Source: an optimization exercise on an open RTL-to-GDS flow (aim: small area and few clock cycles). Production flows keep margins and buffers that such runs may drop. In this exercise RTL edits were held to simulation tests only and were not proved equivalent to the original.

Setup of build 3:
==> flow/design.v (excerpt) <==
module galvo_shape_point_generator #(
    parameter int POINTS_PER_SHAPE = gspg_pkg::GSPG_POINTS_DEFAULT
) (
    input  logic        i_clk,
    input  logic        i_rst_n,
    input  logic        s_axis_tvalid,
    output logic        s_axis_tready,
    input  logic [7:0]  s_axis_tdata,   
    output logic        m_axis_tvalid,
    input  logic        m_axis_tready,
    output logic [47:0] m_axis_tdata,   
    input  logic        psel,
    input  logic        penable,
    input  logic        pwrite,
    input  logic [2:0]  paddr,
    input  logic [31:0] pwdata,
    output logic [31:0] prdata,
    output logic        pready
);
    logic        cfg_wr;
    logic [6:0]  amp_pct;
    logic [14:0] amp;
    logic [16:0] amp3;
    logic        amp_full, busy;
    logic        accept;
    logic [1:0]  shape_code, n_shape;
    logic [7:0]  point_number, n_idx;
    logic [15:0] side_v;
    logic [15:0] x_code, y_code;
    assign pready = 1'b1;
    assign cfg_wr = psel && penable && pwrite && !paddr[2];
  ...
For scale: ~2600 cells after synthesis, ~130 I/O pins.
==> flow/config.mk <==
export PLATFORM = sky130hd
export DESIGN_NAME = galvo_shape_point_generator
export DESIGN_NICKNAME = galvo_shape_point_generator
export VERILOG_FILES = /design/flow/design.v
export SDC_FILE = /design/flow/constraint.sdc
export NUM_CORES = 4
export LEC_CHECK = 0
export CAP_MARGIN = 20
export CORE_MARGIN = 2
export CORE_UTILIZATION = 40
export PLACE_DENSITY = 0.45
export SLEW_MARGIN = 20
export SYNTH_HIERARCHICAL = 1
==> flow/constraint.sdc <==
create_clock -name core_clock -period 11.5 [get_ports {i_clk}]
set_input_delay 2.3000 -clock core_clock [delete_from_list [all_inputs] [get_ports {i_clk}]]
set_output_delay 2.3000 -clock core_clock [all_outputs]
set_load 0.01 [all_outputs]
standard.sh (not shown) runs the stock make flow with config.mk's settings and CLKGATE_MAP_FILE= SYNTH_SCRIPT=/design/flow/synth_recipe.tcl, a recipe that flattens the netlist after the stock synthesis.
==> flow/flow/run.sh <==
#!/bin/bash
# Layout: the standard flow (standard.sh), with the port buffers that global placement
# inserts made of the smallest buffer cell (sky130_fd_sc_hd__buf_1) instead of the default
# choice. The flow's output goes to standard.log; ORFS's own logs are under orfs/logs.
set -o pipefail
export BUFFER_PORTS_ARGS="-buffer_cell sky130_fd_sc_hd__buf_1"
bash standard.sh > standard.log 2>&1
Build 3 has completed all stages; timing, DRC and antenna checks passed.
Testbench counts of build 3, summed over its fixed seeds: cycles 24,078.
What build 10 does differently from build 3 at the input level:
- PLACE_DENSITY: 0.45 -> 0.8
==> results.txt <==
Run comparison: build 3 endpoint of the worst setup timing path m_axis_tdata[15]; build 10 endpoint of the worst setup timing path m_axis_tdata[31]
Delta (build 10 minus build 3): register cell area after layout rose by about 0.3%; via count of the first global-routing pass stayed essentially flat.
Build 10 vs build 3: routability-driven placement congestion ratio up by a little under 10%
Input changes introduced in build 7 (baseline for comparison: build 10):
- changing PLACE_DENSITY from 0.8 to 0.45
==> flow/flow/run.sh <==
#!/bin/bash
set -o pipefail
export BUFFER_PORTS_ARGS="-buffer_cell sky130_fd_sc_hd__buf_1"
export PRE_GLOBAL_PLACE_TCL="$PWD/flow/pre_gpl.tcl"
bash standard.sh > standard.log 2>&1
==> flow/flow/pre_gpl.tcl (new file) <==
# Buffers that timing-driven global placement inserts: the smaller sizes only.
set_dont_use [get_lib_cells {sky130_fd_sc_hd__buf_4 sky130_fd_sc_hd__buf_6 sky130_fd_sc_hd__buf_8 sky130_fd_sc_hd__buf_12 sky130_fd_sc_hd__buf_16}]
Results
Comparing build 7 and build 10, the lower worst slack after detailed placement was measured on build 10. The cell count of the worst reg-to-reg path in build 7 was lower than what build 10 gave. Build 7 against build 10: total clock buffers created by CTS comparable, final non-filler cell total grew by 0.70%. The launching element of the worst setup path comes out u_back.r_m_y[6] in one run and u_back.r_m_x[2] in the other, namely in build 10 and build 7 respectively. Compared with build 10, in build 7 data required time at the worst endpoint essentially unchanged, count of mapped cells out of synthesis barely changed, time the final worst path needs with I/O delays and setup rose by 0.18 ns.
Changes in build 31 relative to build 7:
- CORE_UTILIZATION: 40 -> 55
- PLACE_DENSITY: 0.45 -> 0.65
==> flow/flow/run.sh <==
#!/bin/bash
# Layout: the standard flow (standard.sh), with the port buffers that global placement
# inserts made of the smallest buffer cell (sky130_fd_sc_hd__buf_1) instead of the default
# choice. The flow's output goes to standard.log; ORFS's own logs are under orfs/logs.
set -o pipefail
export BUFFER_PORTS_ARGS="-buffer_cell sky130_fd_sc_hd__buf_1"
bash standard.sh > standard.log 2>&1
removed: flow/flow/pre_gpl.tcl
==> results.txt <==
- Build 31 | status: complete | timing, DRC, antenna: pass
- Of build 7 and build 31, build 7 shows the higher final setup slack of the worst path, with build 31 below it.
- The final reports for build 31 and build 7 show violation count after the first detailed-route iteration higher in the former.
- Build 7 vs build 31, critical path startpoint: u_back.r_m_x[2] vs u_back.r_m_x[5]
- On total wire length: between build 7 and build 31, it ends up lower for build 31.
- Of build 31 and build 7, it is build 31 that has the higher number of global-route vias before repair.
- Build 31 has met2 global-route usage above what build 7 had.
- Taking build 7 as the reference, in build 31 area of all placed cells without fillers fell 3.0%, number of inserted filler cells in the final layout fell by 32%.

---

## v18
Another version of the RTL of galvo_shape_point_generator (not shown whole).
For scale: ~120 flip-flops, about 130 I/O pins, ~22000 µm² of cells after synthesis.
Settings: LEC_CHECK=0, CAP_MARGIN=20, CORE_MARGIN=2, CORE_UTILIZATION=40, CTS_BUF_LIST=sky130_fd_sc_hd__clkbuf_8, CTS_CLUSTER_DIAMETER=150, CTS_CLUSTER_SIZE=50, GPL_TIMING_DRIVEN=0, PLACE_DENSITY=0.45, SLEW_MARGIN=20, SYNTH_HIERARCHICAL=1; clock period 11.5 ns.
==> flow/flow/run.sh <==
#!/bin/bash
# Layout: the standard flow (standard.sh), with the port buffers that global placement
# inserts made of the smallest buffer cell (sky130_fd_sc_hd__buf_1) instead of the default
# choice. The flow's output goes to standard.log; ORFS's own logs are under orfs/logs.
set -o pipefail
export BUFFER_PORTS_ARGS="-buffer_cell sky130_fd_sc_hd__buf_1"
bash standard.sh > standard.log 2>&1
The flow did not stop early for v18: all stages ran, and the layout cleared the timing, DRC and antenna checks.
Testbench counts of v18, summed over its fixed seeds: cycles 24,078.
#### Input delta (v11 over v18)
# v18
export LEC_CHECK = 0
export CAP_MARGIN = 20
export CORE_MARGIN = 2
export CORE_UTILIZATION = 40
export CTS_BUF_LIST = sky130_fd_sc_hd__clkbuf_8
export CTS_CLUSTER_DIAMETER = 150
export CTS_CLUSTER_SIZE = 50
export GPL_TIMING_DRIVEN = 0
export PLACE_DENSITY = 0.45
export SLEW_MARGIN = 20
export SYNTH_HIERARCHICAL = 1
create_clock -name core_clock -period 11.5 [get_ports {i_clk}]
# v11
export LEC_CHECK = 0
export CAP_MARGIN = 20
export CORE_MARGIN = 2
export CORE_UTILIZATION = 40
export CTS_BUF_LIST = sky130_fd_sc_hd__clkbuf_8
export CTS_CLUSTER_DIAMETER = 150
export CTS_CLUSTER_SIZE = 50
export PLACE_DENSITY = 0.45
export SLEW_MARGIN = 20
export SYNTH_HIERARCHICAL = 1
create_clock -name core_clock -period 11.5 [get_ports {i_clk}]
Notes after the runs:
Delta (v11 minus v18): final design area excluding fillers went down, number of placed instances with taps included went down, utilization went down. Going from v18 to v11, the count of clock-buffer cells in the layout was found to have gone up by 2. Post-route clock period utilization delta for v11 relative to v18: 0.72 points lower. In v11 relative to v18, first-pass GRT wire length had gone down by a little under 10%. v11 — total routing usage reported by global routing 3.3 points lower, v18 as reference. On count of nets after finishing: v11 sits below v18.
Input-level comparison between v42 and v11:
==> flow/flow/run.sh <==
#!/bin/bash
# Layout: the standard flow (standard.sh), with two changes made through ORFS settings:
# the port buffers that global placement inserts use the smallest buffer cell, and after
# global routing non-critical gates are downsized (ORFS's power recovery pass, all paths).
set -o pipefail
export BUFFER_PORTS_ARGS="-buffer_cell sky130_fd_sc_hd__buf_1"
export RECOVER_POWER=100
bash standard.sh > standard.log 2>&1
--- outcome ---
- Final checks on v42, whose flow otherwise completed, came back failing, citing max-capacitance violations, max-slew violations.
- On v42: design area is 110 µm² lower than what v11 gave.
- Delta (v42 minus v11): number of enable-type register cells in the synthesized netlist closely matched the old numbers, maximum frequency from static timing analysis saw a decrease, period utilization saw an increase, routed wire length shows no meaningful change.
- Changes observed in v42 relative to v11: via count of the routed design barely changed, fill cell instance count of the final layout climbed about 0.4%.
- For number of antenna violations at the first check in global routing, v42 and v11 come out practically identical.
Modified inputs, v58 compared to v42
==> flow/run.sh (new file) <==
#!/bin/bash
# synth_recipe.tcl (not shown) runs the flow's synth.tcl, then flattens the netlist and writes it again
# the make line also repeats each setting of config.mk as NAME=value (left out here)
make -C /OpenROAD-flow-scripts/flow DESIGN_CONFIG=/design/flow/config.mk WORK_HOME=/design/flow/orfs CLKGATE_MAP_FILE= SYNTH_SCRIPT=/design/flow/synth_recipe.tcl finish
removed: flow/flow/run.sh
removed: flow/standard.sh
--- outcome ---
There was hardly any difference in total wire length after detailed routing between v58 and v42.
v42 -> v58: global-route usage flat
Of v58 and v42, v58 shows the higher met3 wire length, with v42 below it.
v58 finished all stages; the layout is clean.
Comparing v58 and v42, the lower post-route standard cell area excluding fillers is on v42.
Register fraction of the total cell area ends up lower on v58.
met5 as the top layer used by detailed routing was reported by v42, and met4 by v58.

---

Another version of the RTL of galvo_shape_point_generator (not shown whole).
Size in the first run: about 2,600 cells after synthesis, roughly 120 flip-flops, about 22,000 µm² of cells after synthesis.
Settings: LEC_CHECK=0, CAP_MARGIN=20, CORE_MARGIN=2, CORE_UTILIZATION=40, PLACE_DENSITY=0.45, SLEW_MARGIN=20, SYNTH_HIERARCHICAL=1; clock period 11.5 ns.
==> flow/flow/run.sh <==
#!/bin/bash
# Layout: the standard flow (standard.sh), with the port buffers that global placement
# inserts made of the smallest buffer cell instead of the default choice.
set -o pipefail
cp standard.sh standard_sh_copy.log
export BUFFER_PORTS_ARGS="-buffer_cell sky130_fd_sc_hd__buf_1"
bash standard.sh > standard.log 2>&1
Testbench counts at the start, summed over its fixed seeds: cycles 24,078.
Then changed:
==> flow/run.sh (new file) <==
#!/bin/bash
# synth_recipe.tcl (not shown) runs the flow's synth.tcl, then flattens the netlist and writes it again
# the make line also repeats each setting of config.mk as NAME=value (left out here)
make -C /OpenROAD-flow-scripts/flow DESIGN_CONFIG=/design/flow/config.mk WORK_HOME=/design/flow/orfs CLKGATE_MAP_FILE= SYNTH_SCRIPT=/design/flow/synth_recipe.tcl finish
removed: flow/flow/run.sh
removed: flow/standard.sh
Outcome: Register-to-register slack is better by 0.63 ns; cell area rises by a few percent; routed wire length goes up slightly; synthesized area is unchanged; clock skew fell by 0.0052 ns.

## static timing again, ports no longer ideal
Ports are ideal in the flow. The routed layouts listed here were re-timed in OpenROAD. Step 1 (the two cells are an assumption about what drives the block):
set clk [get_ports {i_clk}]
set_driving_cell -lib_cell sky130_fd_sc_hd__clkbuf_16 $clk
set_driving_cell -lib_cell sky130_fd_sc_hd__buf_2 [delete_from_list [all_inputs] $clk]
Step 2, shift: input delay + t, output delay - t, t = (earliest + latest rising clock arrival at the registers) / 2. This alone moves slack from input paths to output paths. a / b / c = no drivers / after step 1 / after step 2; a / b = the first two.
run	t, ns	slack for setup (ns)	cell pins on the clock port's net
build 3	0.454	0.520 / 0.463 / 0.916	1
build 10	0.438	0.618 / 0.559 / 0.996	1
build 7	0.448	0.435 / 0.380 / 0.828	1
build 31	0.418	0.402 / 0.353 / 0.771	1
v18	0.514	0.484 / 0.429 / 0.943	1
v11	0.499	0.566 / 0.513 / 1.012	1
v42	0.502	0.527 / 0.473 / 0.121	1
v58	0.544	0.481 / 0.432 / 0.977	1
the first run of note 3	0.496	0.439 / 0.390 / 0.886	1
the second run of note 3	0.504	0.389 / 0.334 / 0.838	1
For v42, which loses most, drivers alone change the setup slack by -0.054 ns; drivers and shift together by -0.406 ns.
